Source: an optimization exercise on an open RTL-to-GDS flow (aim: small area and a short achievable clock period). Production flows keep margins and buffers that such runs may drop.
At most, simulation tests tie the RTL to the original design; equivalence was not proved.
No driver is modelled on the clock port, so clock power and skew are understated where the tree is cut down; a real chip needs a root buffer or a tree.
Power figures rest on the tool's default switching activity, not on a simulated workload.

Design sobel_filter, start of the top module:
module sobel_filter #(
    parameter int IMG_WIDTH  = 128,
    parameter int IMG_HEIGHT = 128
) (
    input  logic       clk,
    input  logic       rst,
    input  logic [7:0] pixel_data,
    output logic [7:0] edge_pixel,
    output logic       edge_valid
);
    localparam int W    = IMG_WIDTH;
    localparam int FULL = 2 * IMG_WIDTH + 2;
    localparam int CW   = $clog2(FULL + 1);
    localparam int L    = 2 * W - 1;
    generate
        if (IMG_WIDTH < 8 || IMG_WIDTH > 1024 || IMG_HEIGHT < 1) begin : g_bad_param
            $error("sobel_filter: IMG_WIDTH must be 8..1024 and IMG_HEIGHT positive");
        end
    endgenerate
    logic [7:0] sr [L];
    always_ff @(posedge clk) begin
        sr[0] <= pixel_data;
        for (int k = 1; k < L; k++) sr[k] <= sr[k-1];
    end
    logic [7:0] m2_q, m0_q, t0_q, t1_q, t2_q;   
    assign m2_q = sr[W - 4];
    assign m0_q = sr[W - 2];
    assign t2_q = sr[2*W - 4];
    assign t1_q = sr[2*W - 3];
    assign t0_q = sr[2*W - 2];
    logic signed [9:0] q1_a;    
    logic        [8:0] q1_b;    
    logic        [8:0] q1_c;    
    logic signed [9:0] q1_e;    
    always_ff @(posedge clk) begin
        q1_a <= $signed({2'b00, m0_q}) - $signed({2'b00, m2_q});
        q1_b <= q1_c;    
        q1_c <= {1'b0, t1_q} + {1'b0, t2_q};
        q1_e <= $signed({2'b00, t0_q}) - $signed({2'b00, t2_q});
    end
    logic        [9:0]  q2_tsum;   
    logic signed [10:0] q2_y;      
    logic signed [10:0] q2_r;      
    logic signed [10:0] q2_qn;     
    always_ff @(posedge clk) begin
        q2_tsum <= {1'b0, q1_b} + {1'b0, q1_c};
        q2_y    <= 11'(q1_e) + (11'(q1_a) <<< 1);
        q2_r    <= $signed({2'b00, q1_c}) - 11'(q1_a);
        q2_qn   <= 11'(q1_a) + $signed({2'b00, q1_b});
    end
    logic [7:0] b0;
  ...
clock: 5.8 ns
lec_check: 0
abc_area: 1
abc_clock_period_in_ps: 2000
cap_margin: 20
core_margin: 2
core_utilization: 72
setup_slack_margin: 3.6
slew_margin: 20
standard.sh (not shown) runs the stock make flow with config.mk's settings and CLKGATE_MAP_FILE= SYNTH_SCRIPT=/design/flow/synth_recipe.tcl, a recipe that flattens the netlist after the stock synthesis.
==> flow/flow/run.sh <==
#!/bin/bash
# The standard layout, with the clock tree built by flow/cts_hook.tcl and
# regrouped after global placement repairs by flow/grt_hook.tcl.
set -euo pipefail
export PRE_CTS_TCL="$PWD/flow/cts_hook.tcl"
export POST_GLOBAL_ROUTE_TCL="$PWD/flow/grt_hook.tcl"
bash standard.sh finish > make_finish.log 2>&1
Other scripts of this flow, unchanged in this note and not shown: flow/flow/cts_hook.tcl, flow/flow/grt_hook.tcl, flow/flow/mytree.tcl
Edit:
CORE_UTILIZATION = 70   (was 72)
=>
- via count decreases by 7.0%
- cell area drops by 0.84%
- global-route usage shrinks by 4.9 points
Edit:
SETUP_SLACK_MARGIN = 3.7   (was 3.6)
Final cell count came out higher by 0.93%.
Flip-flop and latch count does not change.
Maximum frequency came out lower by 15%.
Final area came out higher by 1.7%.
Area after synthesis is unchanged.
Power came out higher by 0.85%.
Utilization came out higher by 1.3 points.
Critical path depth came out higher by 8.
Global-route usage came out higher by 2.8 points.
Edit:
ABC_AREA = not set   (was 1)
SETUP_SLACK_MARGIN = 3.6   (was 3.7)
After rerunning: The changed run went through all stages and came out clean. Wire length is lower by 18%. Combinational power is lower by 14%. First-iteration DRC count is lower by 18%.
In every run of this note, the design's own scripts or RTL, not TritonCTS, make the clock network.

---

Another version of the RTL of sobel_filter (not shown whole).
For scale: roughly 3300 cells after synthesis, ~2300 flip-flops, about 53000 um2 of cells after synthesis.
clock: 5.8 ns
lec_check: 0
abc_clock_period_in_ps: 2000
cap_margin: 20
core_margin: 2
core_utilization: 76
setup_slack_margin: 3.6
slew_margin: 20
==> flow/flow/run.sh <==
#!/bin/bash
# The standard layout, with the clock tree built by flow/cts_hook.tcl.
set -euo pipefail
export PRE_CTS_TCL="$PWD/flow/cts_hook.tcl"
bash standard.sh finish > make_finish.log 2>&1
==> flow/flow/cts_hook.tcl <==
# Run by ORFS's CTS step (PRE_CTS_TCL) with the placed design loaded: build a
# two-level clock tree (clock port -> 4 root buffers -> 28 leaf buffers each -> flops)
# instead of TritonCTS's three-level H-tree, then let the rest of the CTS step
# (legalisation, setup and hold repair) run as usual.
source [file join [file dirname [info script]] mytree.tcl]
mt_build clk sky130_fd_sc_hd__clkbuf_16 4 28
set_propagated_clock [all_clocks]
rename clock_tree_synthesis {}
proc clock_tree_synthesis {args} { puts "cts_hook: clock tree already built" }
Other scripts of this flow, unchanged in this note and not shown: flow/flow/mytree.tcl
The starting point ended with an error in global routing (5_1_grt).
Then changed:
--- a/flow/flow/cts_hook.tcl
+++ b/flow/flow/cts_hook.tcl
@@ -2 +2 @@
-# two-level clock tree (clock port -> 4 root buffers -> 28 leaf buffers each -> flops)
+# two-level clock tree (clock port -> 4 root buffers -> 24 leaf buffers each -> flops)
@@ -6 +6 @@
-mt_build clk sky130_fd_sc_hd__clkbuf_16 4 28
+mt_build clk sky130_fd_sc_hd__clkbuf_16 4 24
--- a/flow/config.mk
+++ b/flow/config.mk
@@ -11 +11 @@
-export CORE_UTILIZATION = 76
+export CORE_UTILIZATION = 70
- The changed run completed without violations
- synthesized cell count does not change
- synthesized area is unchanged
No run of this note included a check of the RTL's function; only the layout flow was run. The clock cells of the second run of this note come from the design's own scripts or RTL, not from TritonCTS.

## afterwards: timing with drivers on the ports
In the flow no input, the clock included, has a driving cell. The finished layouts below were timed again as built, in two steps.
Step 1, drivers: a clkbuf_16 drives clk and a buf_2 each remaining input, both assumed.
Step 2 times the ports against the registers' clock, not the clock port: input delays grow and output delays shrink by t, the midpoint of the rising clock arrivals with the driver on.
Three values: no drivers, after step 1, after step 2; two values: the first two.
run	t (ns)	slack for setup (ns)	slew at the worst register clock pin (ns)	worst data-port slew with drivers (ns)	cell pins on the clock port's net
the first run of note 1	0.685	3.128 / 3.128 / 3.008	0.11 / 0.11	0.12	4
the second run of note 1	0.691	3.539 / 3.408 / 2.998	0.11 / 0.11	0.09	4
the third run of note 1	0.685	3.136 / 3.136 / 3.097	0.11 / 0.11	0.09	4
the fourth run of note 1	0.676	3.450 / 3.417 / 3.103	0.11 / 0.11	0.04	4
the second run of note 2	0.694	3.425 / 3.368 / 3.093	0.12 / 0.12	0.06	4
After both steps setup and hold are still met in every run listed. For the second run of note 1, which loses most, drivers alone change the setup slack by -0.131 ns; drivers and shift together by -0.541 ns.
